This design comes from an exercise in tuning for small area, a short achievable clock period and few clock cycles per item on the open sky130 flow, not from production work.
Where RTL was checked, it was by simulation tests only, not by an equivalence proof against the original.

// xtea_block_cipher
module xtea_block_cipher (
  input  wire logic        clk,
  input  wire logic        rst,
  input  wire logic        cfg_valid,
  output logic             cfg_ready,
  input  wire logic [2:0]  cfg_index,
  input  wire logic [31:0] cfg_data,
  input  wire logic        in_valid,
  output logic             in_stall,
  input  wire logic [64:0] in_data,
  output logic             out_valid,
  input  wire logic        out_stall,
  output logic [63:0]      out_data
);
Size in the first run: ~340 flip-flops, ~20000 um2 of cells after synthesis.
==> flow/config.mk <==
export PLATFORM = sky130hd
export DESIGN_NAME = xtea_block_cipher
export DESIGN_NICKNAME = xtea_block_cipher
export VERILOG_FILES = /design/flow/design.v
export SDC_FILE = /design/flow/constraint.sdc
export NUM_CORES = 4
export LEC_CHECK = 0
export CAP_MARGIN = 20
export CORE_MARGIN = 2
export CORE_UTILIZATION = 40
export SLEW_MARGIN = 20
==> flow/constraint.sdc <==
create_clock -name core_clock -period 12.0 [get_ports {clk}]
set_input_delay 2.4000 -clock core_clock [delete_from_list [all_inputs] [get_ports {clk}]]
set_output_delay 2.4000 -clock core_clock [all_outputs]
set_load 0.01 [all_outputs]
standard.sh (not shown) runs the stock make flow with config.mk's settings and CLKGATE_MAP_FILE= SYNTH_SCRIPT=/design/flow/synth_recipe.tcl, a recipe that flattens the netlist after the stock synthesis.
==> flow/flow/run.sh <==
#!/bin/bash
set -euo pipefail
bash standard.sh SETUP_SLACK_MARGIN=7.8 \
  "BUFFER_PORTS_ARGS=-buffer_cell sky130_fd_sc_hd__buf_1" \
  "CTS_ARGS=-sink_clustering_enable -repair_clock_nets -dont_use_dummy_load -buf_list {sky130_fd_sc_hd__clkbuf_1 sky130_fd_sc_hd__clkbuf_2}" \
  finish > standard_flow.log 2>&1
The baseline completed with no timing, DRC or antenna violations.
Edit:
==> flow/flow/run.sh (replaced) <==
#!/bin/bash
set -euo pipefail
bash standard.sh SETUP_SLACK_MARGIN=7.5 \
  "BUFFER_PORTS_ARGS=-buffer_cell sky130_fd_sc_hd__buf_1" \
  "CTS_ARGS=-sink_clustering_enable -repair_clock_nets -dont_use_dummy_load -buf_list {sky130_fd_sc_hd__clkbuf_1 sky130_fd_sc_hd__clkbuf_2}" \
  finish > standard_flow.log 2>&1
Effect: Cell count went down by 1.1%; global-route usage goes down by 0.71 points; clock-buffer cell count climbs by 1.
No run of this note included a check of the RTL's function; only the layout flow was run.

---

== v6 ==
xtea_block_cipher, a different RTL version from the one above (not shown whole).
Size: about 1,800 cells after synthesis, ~310 flip-flops, about 170 I/O pins, ~0.019 mm^2 of cells after synthesis.
export LEC_CHECK = 0
export CAP_MARGIN = 20
export CORE_MARGIN = 2
export CORE_UTILIZATION = 40
export SLEW_MARGIN = 20
create_clock -name core_clock -period 12.0 [get_ports {clk}]
==> flow/flow/run.sh <==
#!/bin/bash
set -euo pipefail
bash standard.sh SETUP_SLACK_MARGIN=7.6 \
  "BUFFER_PORTS_ARGS=-buffer_cell sky130_fd_sc_hd__buf_1" \
  "CTS_ARGS=-sink_clustering_enable -repair_clock_nets -dont_use_dummy_load -buf_list {sky130_fd_sc_hd__clkbuf_1 sky130_fd_sc_hd__clkbuf_2}" \
  finish > standard_flow.log 2>&1
Testbench counts of v6, summed over its fixed seeds: cycles 34,616, items 512.
Inputs modified between v6 and v7:
==> flow/flow/run.sh <==
#!/bin/bash
set -euo pipefail
bash standard.sh SETUP_SLACK_MARGIN=8 \
  "BUFFER_PORTS_ARGS=-buffer_cell sky130_fd_sc_hd__buf_1" \
  "CTS_ARGS=-sink_clustering_enable -repair_clock_nets -dont_use_dummy_load -buf_list {sky130_fd_sc_hd__clkbuf_1 sky130_fd_sc_hd__clkbuf_2}" \
  finish > standard_flow.log 2>&1
Results
v7 has part of the cycle the worst path needs below what v6 had.
Sequential share of layout area ends up higher on v6.
Diff v7..v6 | total congestion overflow after global routing | unchanged
In the final reports, the cell area of v7 is larger than that of v6.

---

xtea_block_cipher again, from the RTL that the note above started with.
==> flow/design.v (excerpt) <==
module xtea_block_cipher (
  input  wire logic        clk,
  input  wire logic        rst,
  input  wire logic        cfg_valid,
  output logic             cfg_ready,
  input  wire logic [2:0]  cfg_index,
  input  wire logic [31:0] cfg_data,
  input  wire logic        in_valid,
  output logic             in_stall,
  input  wire logic [64:0] in_data,
  output logic             out_valid,
  input  wire logic        out_stall,
  output logic [63:0]      out_data
);
  localparam logic [31:0] DELTA     = 32'h9E37_79B9;
  localparam logic [31:0] NEG_DELTA = 32'h61C8_8647;   
  logic [31:0] key [4];
  logic [6:0]  nrounds;
  logic [31:0] dec_sum;
  logic        init;       
  logic        pre;        
  logic        idle;       
  logic        busy;       
  logic        fin;        
  logic        outv;       
  logic        stall_q;    
  logic        ph;         
  logic [6:0]  cnt;
  logic        func;
  logic [31:0] a, b;
  logic [31:0] s;          
  logic [31:0] sk;         
  wire trigger   = rst || (cfg_valid && cfg_index == 3'd4);
  wire cnt_zero  = (cnt == 7'd0);
  wire n_zero    = (nrounds == 7'd0);
  wire accept    = idle && in_valid;
  wire in_dec    = in_data[64];
  logic [31:0] mixed, b_step, sk_sum;
  ...
Settings: LEC_CHECK=0, CAP_MARGIN=20, CORE_MARGIN=2, CORE_UTILIZATION=40, SLEW_MARGIN=20; clock period 12.0 ns.
==> flow/flow/run.sh <==
#!/bin/bash
set -euo pipefail
bash standard.sh SETUP_SLACK_MARGIN=7.5 \
  "BUFFER_PORTS_ARGS=-buffer_cell sky130_fd_sc_hd__buf_1" \
  "CTS_ARGS=-sink_clustering_enable -repair_clock_nets -dont_use_dummy_load -buf_list {sky130_fd_sc_hd__clkbuf_2 sky130_fd_sc_hd__clkbuf_4}" \
  finish > standard_flow.log 2>&1
Testbench counts at the start, summed over its fixed seeds: cycles 34,616, items 512.
Change:
==> flow/flow/run.sh (replaced) <==
#!/bin/bash
set -euo pipefail
bash standard.sh SETUP_SLACK_MARGIN=7.5 \
  "BUFFER_PORTS_ARGS=-buffer_cell sky130_fd_sc_hd__buf_1" \
  "CTS_ARGS=-sink_clustering_enable -repair_clock_nets -dont_use_dummy_load -buf_list {sky130_fd_sc_hd__clkbuf_1 sky130_fd_sc_hd__clkbuf_2}" \
  finish > standard_flow.log 2>&1
=>
- final area shrinks by 1.3%
- setup slack is about the same
- area after synthesis does not change
- non-clock buffer count shrinks by 3
- via count grows by 0.33%
- maximum frequency is about the same
- routed wire length is about the same
Change:
==> flow/flow/run.sh (replaced) <==
#!/bin/bash
set -euo pipefail
bash standard.sh SETUP_SLACK_MARGIN=7 \
  "BUFFER_PORTS_ARGS=-buffer_cell sky130_fd_sc_hd__buf_1" \
  "CTS_ARGS=-sink_clustering_enable -repair_clock_nets -dont_use_dummy_load -buf_list {sky130_fd_sc_hd__clkbuf_1 sky130_fd_sc_hd__clkbuf_2}" \
  finish > standard_flow.log 2>&1
=> The changed run passed the timing, design-rule and antenna checks. First-iteration DRC count goes up by 12%. Clock-buffer cell count shrinks by 3. Non-clock buffer count drops by 31. Sequential share of layout area grows by 0.77 points. Global-route usage came out lower by 0.92 points. Worst setup slack is worse by 0.37 ns. Area after synthesis is unchanged.

---

Setup of run A:
Another version of the RTL of xtea_block_cipher (not shown whole).
For scale: ~1,700 cells after synthesis, about 310 flip-flops, ~170 I/O pins, roughly 0.019 mm^2 of cells after synthesis.
Settings: LEC_CHECK=0, CAP_MARGIN=20, CORE_MARGIN=2, CORE_UTILIZATION=40, SLEW_MARGIN=20; clock period 12.0 ns.
run.sh (not shown) runs the stock make flow with config.mk's settings and CLKGATE_MAP_FILE= SYNTH_SCRIPT=/design/flow/synth_recipe.tcl, a recipe that flattens the netlist after the stock synthesis.
Stock flow here: none of the scripts above is used.
Testbench counts of run A, summed over its fixed seeds: cycles 34,104, items 512.
For run B, these inputs were changed with respect to run A:
==> flow/flow/run.sh (new file) <==
#!/bin/bash
set -euo pipefail
bash standard.sh SETUP_SLACK_MARGIN=7.3 \
  "BUFFER_PORTS_ARGS=-buffer_cell sky130_fd_sc_hd__buf_1" \
  "CTS_ARGS=-sink_clustering_enable -repair_clock_nets -dont_use_dummy_load -buf_list {sky130_fd_sc_hd__clkbuf_4 sky130_fd_sc_hd__clkbuf_8}" \
  finish > standard_flow.log 2>&1
==> flow/standard.sh (new file) <==
#!/bin/bash
# synth_recipe.tcl (not shown) runs the flow's synth.tcl, then flattens the netlist and writes it again
# the make line also repeats each setting of config.mk as NAME=value (left out here)
make -C /OpenROAD-flow-scripts/flow DESIGN_CONFIG=/design/flow/config.mk WORK_HOME=/design/flow/orfs CLKGATE_MAP_FILE= SYNTH_SCRIPT=/design/flow/synth_recipe.tcl "${@:-finish}"
removed: flow/run.sh
## What came out
Run B: sequential share of layout area 1.2 points above run A. Of run B and run A, run A shows the lower fraction of layout instances using a drive strength above 1, with run B above it. Changes observed in run B relative to run A: average wire length per cell after detail routing now sits higher; growth of design area from synthesis to finish now sits lower; minimum clock period now sits lower. Relative to run A, the final cell area reported for run B is lower. Summary: with run A as the reference, via count of the first global-routing pass in run B moved up by a few percent. Run B does worse than run A on total routed wirelength.
#### Input delta (run C over run B)
==> flow/flow/run.sh <==
#!/bin/bash
set -euo pipefail
bash standard.sh SETUP_SLACK_MARGIN=7 \
  "BUFFER_PORTS_ARGS=-buffer_cell sky130_fd_sc_hd__buf_1" \
  "CTS_ARGS=-sink_clustering_enable -repair_clock_nets -dont_use_dummy_load -buf_list {sky130_fd_sc_hd__clkbuf_1 sky130_fd_sc_hd__clkbuf_2}" \
  finish > standard_flow.log 2>&1
Results
Clock transition at the registers of the reported paths: run C vs run B up 0.02 ns
NOTE: share of layout cells above drive strength 1 in run C falls short of that of run B
Maximum operating frequency delta for run C relative to run B: about 1.1% higher
Of run B and run C, the run reporting the higher setup slack of the critical path after layout was run C.
Summary — total vias in the final route, run C relative to run B: higher, by 116.
Critical path depth was higher in the run labelled run C.
Diff run B -> run C: delay of the slowest critical-path stage decreased 0.07 ns, worst slew margin relative to its limit fell by 1.3 points.
Run C vs. run B: global router's overall resource usage comparable; area growth from synthesis to layout saw a decrease.
Setup changes, run C to run D
# run C
export LEC_CHECK = 0
export CAP_MARGIN = 20
export CORE_MARGIN = 2
export CORE_UTILIZATION = 40
export SLEW_MARGIN = 20
create_clock -name core_clock -period 12.0 [get_ports {clk}]
# run D
export LEC_CHECK = 0
export CAP_MARGIN = 20
export CORE_MARGIN = 2
export CORE_UTILIZATION = 30
export PLACE_DENSITY = 0.5
export SLEW_MARGIN = 20
create_clock -name core_clock -period 12.0 [get_ports {clk}]
==> flow/flow/run.sh <==
#!/bin/bash
set -euo pipefail
bash standard.sh SETUP_SLACK_MARGIN=7 \
  "BUFFER_PORTS_ARGS=-buffer_cell sky130_fd_sc_hd__buf_1" \
  "CTS_ARGS=-sink_clustering_enable -repair_clock_nets -dont_use_dummy_load -buf_list {sky130_fd_sc_hd__clkbuf_4 sky130_fd_sc_hd__clkbuf_8}" \
  finish > standard_flow.log 2>&1
Findings:
- Run D: PASS, flow complete, no timing, DRC or antenna violations
- Run C: flow completed, timing, DRC and antenna clean
- The cell count after placement in run D was higher than what run C gave.
- There was hardly any difference in overflow left after global routing between run D and run C.
- Run D gives more growth of design area from synthesis to finish than run C did.
- Per the comparison of run D with run C, cts-stage hold buffer count roughly the same.
- Run D vs. run C: depth of the worst register-to-register path shows a reduction of about 4.5%, final-report max-slew violation count shows no meaningful change, post-route DRC violation count shows no meaningful change, floorplan core area shows an increase of about 33%, setup slack of the critical path after layout shows a reduction of 0.099 ns.

---

Setup of v55:
The RTL this note starts from:
==> flow/design.v <==
`default_nettype none
module xtea_block_cipher (
  input  wire logic        clk,
  input  wire logic        rst,
  input  wire logic        cfg_valid,
  output logic             cfg_ready,
  input  wire logic [2:0]  cfg_index,
  input  wire logic [31:0] cfg_data,
  input  wire logic        in_valid,
  output logic             in_stall,
  input  wire logic [64:0] in_data,
  output logic             out_valid,
  input  wire logic        out_stall,
  output logic [63:0]      out_data
);
  localparam logic [31:0] DELTA     = 32'h9E37_79B9;
  localparam logic [31:0] NEG_DELTA = 32'h61C8_8647;   
  logic [31:0] key [4];
  logic [3:0]  key_zero;   
  logic [6:0]  nrounds;
  logic [31:0] dec_sum;
  logic        init;       
  logic        pre;        
  logic        idle;       
  logic        busy;       
  logic        outv;       
  logic        stall_q;    
  logic        swp;        
  logic        ph;         
  logic [6:0]  cnt;
  logic        func;
  logic [31:0] a, b;
  logic [31:0] s;          
  logic [31:0] sk;         
  wire trigger   = rst || (cfg_valid && cfg_index == 3'd4);
  wire cnt_zero  = (cnt == 7'd0);
  wire n_zero    = (nrounds == 7'd0);
  wire [31:0] mixed  = ((b << 4) ^ (b >> 5)) + b;
  wire [31:0] b_step = a + (mixed ^ sk) + {31'd0, func};
  wire        last   = !swp && ph && (cnt == 7'd1);
  wire [1:0]  ksel   = (!ph ^ func) ? s[12:11] : s[1:0];
  wire [31:0] kword  = key[ksel] & {32{!key_zero[ksel]}};
  wire [31:0] sk_nx  = (s + kword) ^ {32{func}};
  wire [31:0] s_add  = s + ((busy && func) ? NEG_DELTA : DELTA);
  assign cfg_ready = 1'b1;
  assign in_stall  = stall_q;
  assign out_valid = outv;
  assign out_data  = {a, b};
  always_ff @(posedge clk) begin
    for (int i = 0; i < 4; i++) begin
      if (cfg_valid && cfg_index == 3'(i)) key[i] <= cfg_data;
    end
    if (rst) begin
      key_zero <= 4'hF;
      nrounds  <= 7'd32;
    end else if (cfg_valid) begin
      for (int i = 0; i < 4; i++) begin
        if (cfg_index == 3'(i)) key_zero[i] <= 1'b0;
      end
      if (cfg_index == 3'd4) nrounds <= cfg_data[6:0];
    end
    if (pre && cnt_zero) dec_sum <= s;
  end
  always_ff @(posedge clk) begin
    if (trigger) begin
      init    <= 1'b1;
      pre     <= 1'b0;
      idle    <= 1'b0;
      busy    <= 1'b0;
      outv    <= 1'b0;
      stall_q <= 1'b1;
    end else begin
      if (init) begin
        init <= 1'b0;
        pre  <= 1'b1;
      end
      if (pre && cnt_zero) begin
        pre     <= 1'b0;
        idle    <= 1'b1;
        stall_q <= 1'b0;
      end
      if (idle && in_valid) begin
        idle    <= 1'b0;
        stall_q <= 1'b1;
        if (n_zero) outv <= 1'b1;
        else        busy <= 1'b1;
      end
      if (busy && (last && !func || swp && cnt_zero)) begin
        busy <= 1'b0;
        outv <= 1'b1;
      end
      if (outv && !out_stall) begin
        outv    <= 1'b0;
        idle    <= 1'b1;
        stall_q <= 1'b0;
      end
    end
  end
  always_ff @(posedge clk) begin
    if (init || idle) begin
      cnt <= nrounds;
    end else if (pre) begin
      if (!cnt_zero) cnt <= cnt - 7'd1;
    end else if (busy && !swp && ph) begin
      cnt <= cnt - 7'd1;
    end
    if (idle) begin
      func <= in_data[64];
      swp  <= in_data[64];
      ph   <= in_data[64];
    end else if (busy) begin
      ph <= !ph;
      if (swp)               swp <= 1'b0;
      else if (last && func) swp <= 1'b1;
    end
  end
  always_ff @(posedge clk) begin
    if (init)                         s <= '0;
    else if (idle)                    s <= in_data[64] ? dec_sum : DELTA;
    else if ((pre && !cnt_zero) || (busy && ph)) s <= s_add;
    if (idle) sk <= key[0] & {32{!key_zero[0]}};
    else      sk <= sk_nx;
  end
  always_ff @(posedge clk) begin
    if (idle) begin
      a <= in_data[63:32];
      b <= in_data[31:0];
    end else if (busy) begin
      a <= b;
      b <= swp ? a : b_step;
    end
  end
endmodule
`default_nettype wire
==> flow/config.mk <==
export PLATFORM = sky130hd
export DESIGN_NAME = xtea_block_cipher
export DESIGN_NICKNAME = xtea_block_cipher
export VERILOG_FILES = /design/flow/design.v
export SDC_FILE = /design/flow/constraint.sdc
export NUM_CORES = 4
export LEC_CHECK = 0
export CAP_MARGIN = 20
export CORE_MARGIN = 2
export CORE_UTILIZATION = 40
export SLEW_MARGIN = 20
==> flow/constraint.sdc <==
create_clock -name core_clock -period 12.0 [get_ports {clk}]
set_input_delay 2.4000 -clock core_clock [delete_from_list [all_inputs] [get_ports {clk}]]
set_output_delay 2.4000 -clock core_clock [all_outputs]
set_load 0.01 [all_outputs]
Stock flow here: none of the scripts above is used.
Testbench counts of v55, summed over its fixed seeds: cycles 34,620, items 512.
What v46 does differently from v55 at the input level:
==> flow/flow/run.sh (new file) <==
#!/bin/bash
set -euo pipefail
bash standard.sh SETUP_SLACK_MARGIN=8 finish > standard_flow.log 2>&1
==> flow/standard.sh (new file) <==
#!/bin/bash
# synth_recipe.tcl (not shown) runs the flow's synth.tcl, then flattens the netlist and writes it again
# the make line also repeats each setting of config.mk as NAME=value (left out here)
make -C /OpenROAD-flow-scripts/flow DESIGN_CONFIG=/design/flow/config.mk WORK_HOME=/design/flow/orfs CLKGATE_MAP_FILE= SYNTH_SCRIPT=/design/flow/synth_recipe.tcl "${@:-finish}"
removed: flow/run.sh
The number of gates resized after cts in v46 sits 202 above the value recorded for v55.
On achievable clock frequency, the lower figure sits with v55, not v46.
v46 vs v55, cell area after layout went up by 2700 µm².
Run comparison: v55 first element of the critical path b[5]; v46 first element of the critical path b[8]
v55 and v46 all finish clean.
Note that the largest net degree at the start of global routing recorded for v55 amounts to 0.881 times the value seen in v46.
Taking v55 as the reference, in v46 adder and majority cell fraction of the synthesized area held steady, wire length on met3 lost 230 µm.
Input changes introduced in v45 (baseline for comparison: v46):
==> flow/flow/run.sh <==
#!/bin/bash
set -euo pipefail
bash standard.sh SETUP_SLACK_MARGIN=6.5 finish > standard_flow.log 2>&1
### Flow results
- Clock buffer count ends up lower on v45.
- v45 against v46: critical path depth increased by 1 relative to the old numbers; global-route wire length before repair decreased by 5900 µm relative to the old numbers.
- Between v45 and v46, the fmax is higher for v46.
- Diff v46 -> v45: utilization shows a reduction of 5.4 points; initial antenna violation count went down 1; weighted congestion reported at the end of routability-driven placement has increased.
- v45 reports a lower multi-input combinational cell area than v46 does.

==> afterwards: timing with drivers on the ports <==
No port has a modelled driver above. Below, the same layouts with a new extraction and two added sets of constraints.
Step 1, drivers: a clkbuf_16 drives clk and a buf_2 each remaining input, both assumed.
Step 2 also shifts input and output timing later by t, the mid clock arrival at the registers, as if the neighbouring blocks saw the same clock.
a / b / c = ideal ports / drivers / drivers and shift; a / b = the first two.
run | t, ns | setup WS [ns] | latest minus earliest clock arrival (ns)
the first run of note 1 | 1.016 | 7.542 / 7.542 / 7.334 | 0.099 / 0.099
the second run of note 1 | 1.008 | 7.492 / 7.492 / 7.287 | 0.095 / 0.095
v6 | 0.934 | 7.647 / 7.647 / 7.458 | 0.097 / 0.097
v7 | 0.991 | 7.675 / 7.675 / 7.089 | 0.086 / 0.087
the first run of note 3 | 0.802 | 7.591 / 7.591 / 7.283 | 0.079 / 0.079
the second run of note 3 | 0.987 | 7.589 / 7.589 / 7.278 | 0.119 / 0.120
the third run of note 3 | 0.899 | 7.218 / 7.218 / 7.218 | 0.125 / 0.125
run A | 0.601 | 6.322 / 6.322 / 6.322 | 0.015 / 0.016
run B | 0.674 | 7.027 / 7.027 / 7.027 | 0.058 / 0.058
run C | 0.980 | 7.080 / 7.080 / 7.080 | 0.136 / 0.137
run D | 0.676 | 6.980 / 6.980 / 6.980 | 0.071 / 0.071
v55 | 0.613 | 6.319 / 6.319 / 6.319 | 0.020 / 0.021
v46 | 0.613 | 6.982 / 6.982 / 6.982 | 0.019 / 0.019
v45 | 0.614 | 6.674 / 6.674 / 6.674 | 0.020 / 0.020
After both steps every run listed still meets setup and hold. For v7, which loses most, drivers alone change the setup slack by 0.000 ns; drivers and shift together by -0.586 ns.
